This is an optimization exercise on Yosys and OpenROAD, whose aim is small area, not a production implementation. Function was checked by simulation only, so behaviour that the tests miss may differ from the original. Power and IR drop assume default switching activity.

Setup of north:
## ni_rx_top
module ni_rx_top
#(
  parameter logic [XWidth-1:0] router_x_id = '0,   
  parameter logic [YWidth-1:0] router_y_id = '0    
) (
  input  logic        clk_axi,        
  input  logic        arst_axi,       
  input  logic        flit_valid_i,   
  input  logic [1:0]  flit_vc_i,      
  input  logic [1:0]  flit_type_i,    
  input  logic [31:0] flit_data_i,    
  output logic        flit_ready_o,   
  input  logic        csr_valid_i,    
  input  logic        csr_wr_i,       
  input  logic [15:0] csr_addr_i,     
  input  logic [31:0] csr_wdata_i,    
  output logic [31:0] csr_rdata_o,    
  output logic        csr_err_o,      
  output logic [3:0]  irq_vcs_o,      
  output logic        irq_trig_o      
);
  logic [3:0][7:0][32:0] mem, mem_nxt;
  logic [3:0][3:0]       cnt;         
  logic [3:0][7:0]       pkt;         
  logic [3:0][7:0]       pkt_nxt;
  logic [3:0]            pkt_ld, pkt_hd;
  logic [3:0][7:0]       sel;         
  logic [3:0][3:0]       cnt_up, cnt_dn;
  logic [3:0]            hold, push, pop_req, full, empty, head_old, ge_mask;
  logic                  head_in;
  logic              rd_req, wr_req, a_ok, rd_hit, err_ff, wr_err;
  logic              s_ver, s_x, s_y, s_irq, s_mode, s_mask, s_full;
  logic [3:0]        s_pkt;
  logic [4:0]        widx;            
  logic [31:0]       rdata_ff, rdata_nxt;
  logic [2:0]        mode_ff;
  logic [31:0]       mask_n_ff;       
  logic [31:0]       mask;
  logic              mask_hi_zero;
  assign head_in = ~(flit_type_i[0] ^ flit_type_i[1]);   
  for (genvar c = 0; c < 4; c++) begin : g_vc
    assign full[c]  = cnt[c][3];
    assign empty[c] = ~(cnt[c][3] | cnt[c][2] | cnt[c][1] | cnt[c][0]);
    assign push[c]  = flit_valid_i & (flit_vc_i == 2'(c)) & ~full[c];
    for (genvar k = 0; k < 7; k++) begin : g_sel
      assign sel[c][k] = (cnt[c][2:0] == 3'(k + 1));
    end
  ...
Size in the first run: about 3200 cells after synthesis, ~1200 flip-flops, about 130 I/O pins, ~41000 um^2 of cells after synthesis.
export LEC_CHECK = 0
export CAP_MARGIN = 20
export CORE_MARGIN = 2
export CORE_UTILIZATION = 80
export CTS_BUF_LIST = sky130_fd_sc_hd__clkbuf_16
export CTS_CLUSTER_DIAMETER = 55
export CTS_CLUSTER_SIZE = 28
export SLEW_MARGIN = 20
export SYNTH_HIERARCHICAL = 1
export SYNTH_MINIMUM_KEEP_SIZE = 0
create_clock -name core_clock -period 5.0 [get_ports {clk_axi}]
standard.sh (not shown) runs the stock make flow with config.mk's settings and CLKGATE_MAP_FILE= SYNTH_SCRIPT=/design/flow/synth_recipe.tcl, a recipe that flattens the netlist after the stock synthesis.
==> flow/flow/run.sh <==
#!/bin/bash
# Layout flow: the standard ORFS flow (standard.sh, unchanged synthesis)
# with two changes to how the layout is built:
#  - the port buffers are the library's smallest buffer (buf_1) instead of
#    the delay buffer that buffer_ports picks by default; every input and
#    output still gets its buffer;
#  - clock tree synthesis is run without dummy loads, with the same buffer
#    and clustering settings as config.mk gives.
# Each tool's output goes to the ORFS logs under orfs/logs; the make output
# as a whole is kept in standard.log in this folder.
set -euo pipefail
export BUFFER_PORTS_ARGS="-buffer_cell sky130_fd_sc_hd__buf_1"
export CTS_ARGS="-sink_clustering_enable -repair_clock_nets -dont_use_dummy_load -sink_clustering_size 28 -sink_clustering_max_diameter 55 -buf_list sky130_fd_sc_hd__clkbuf_16"
bash standard.sh finish > standard.log 2>&1
north completed end to end with timing, DRC and antenna clean.
[inputs] south vs north
Settings: swapping 20 for 0 in CAP_MARGIN; swapping 80 for 70 in CORE_UTILIZATION; swapping 55 for 60 in CTS_CLUSTER_DIAMETER; swapping 28 for 30 in CTS_CLUSTER_SIZE; swapping 20 for 0 in SLEW_MARGIN.
-- flow/flow/run.sh --
<<< north, line 12
export BUFFER_PORTS_ARGS="-buffer_cell sky130_fd_sc_hd__buf_1"
export CTS_ARGS="-sink_clustering_enable -repair_clock_nets -dont_use_dummy_load -sink_clustering_size 28 -sink_clustering_max_diameter 55 -buf_list sky130_fd_sc_hd__clkbuf_16"
bash standard.sh finish > standard.log 2>&1
>>> south, line 12
export BUFFER_PORTS_ARGS="-buffer_cell sky130_fd_sc_hd__buf_1"
export CTS_ARGS="-sink_clustering_enable -repair_clock_nets -dont_use_dummy_load -sink_clustering_size 30 -sink_clustering_max_diameter 60 -buf_list sky130_fd_sc_hd__clkbuf_16"
bash standard.sh finish > standard.log 2>&1
[summary]
- Clock period minus final worst setup slack (south over north): decrease, 0.21 ns
- Against north, setup slack on the worst flop-to-flop path in south came out better.
- Compared south vs north, and setup slack is up in south.
- Taking north as 1.0, south lands at 0.813 on wire length on met3.
- south against north: final design utilization fell by 11 points, fraction of the cycle the final worst path needs fell 4.2 points, worst hold slack held, relative contribution of combinational cells to total power moved down, data arrival at the endpoint of the critical path now smaller.
- south has die width above what north had.
- Routed wire length: south and north compared, higher one is north
The following lists how east was set up differently from south:
Settings: swapping 0 for 20 in SLEW_MARGIN; swapping 0 for 20 in CAP_MARGIN; swapping sky130_fd_sc_hd__clkbuf_16 for sky130_fd_sc_hd__clkbuf_8 in CTS_BUF_LIST; swapping 30 for 16 in CTS_CLUSTER_SIZE; swapping 60 for 50 in CTS_CLUSTER_DIAMETER.
-- flow/flow/run.sh --
<<< south, line 12
export BUFFER_PORTS_ARGS="-buffer_cell sky130_fd_sc_hd__buf_1"
export CTS_ARGS="-sink_clustering_enable -repair_clock_nets -dont_use_dummy_load -sink_clustering_size 30 -sink_clustering_max_diameter 60 -buf_list sky130_fd_sc_hd__clkbuf_16"
bash standard.sh finish > standard.log 2>&1
>>> east, line 12
export BUFFER_PORTS_ARGS="-buffer_cell sky130_fd_sc_hd__buf_1"
export CTS_ARGS="-sink_clustering_enable -repair_clock_nets -dont_use_dummy_load -sink_clustering_size 16 -sink_clustering_max_diameter 50 -buf_list sky130_fd_sc_hd__clkbuf_8"
bash standard.sh finish > standard.log 2>&1
Notes after the runs:
east -> south: die footprint delta 0, exact match. Against south, post-layout worst setup margin in east came out worse. Against south, routed via count in east came out worse. Wire: east routes more than south. east does worse than south on worst hold margin. Global routing met1 resource utilization (lower): east.

-- separate check: timing with driven ports --
How much do the figures lean on ideal ports? The routed layouts below were timed once more, with nothing changed but the port constraints. Step 1 sets driving cells, clkbuf_16 on the clock port and buf_2 on the other inputs (assumed; they add their load-dependent delay and slew). Step 2 times the ports against the registers' clock, not the clock port: input delays grow and output delays shrink by t, the midpoint of the rising clock arrivals with the driver on. Three values: ideal ports, drivers, drivers and shift; two values: the first two.
run | t (ns) | slack for setup (ns) | worst hold slack (ns) | slew at the worst register clock pin (ns) | cell pins on the clock port's net
north | 0.701 | 0.449 / 0.385 / 0.326 | 0.480 / 0.458 / 0.480 | 0.11 / 0.11 | 1
south | 0.698 | 0.658 / 0.590 / 0.500 | 0.478 / 0.455 / 0.478 | 0.11 / 0.11 | 1
east | 0.767 | 0.539 / 0.473 / 0.402 | 0.428 / 0.390 / 0.446 | 0.10 / 0.10 | 1
After both steps setup and hold are still met in every run listed. For south, which loses most, drivers alone change the setup slack by -0.068 ns; drivers and shift together by -0.158 ns.
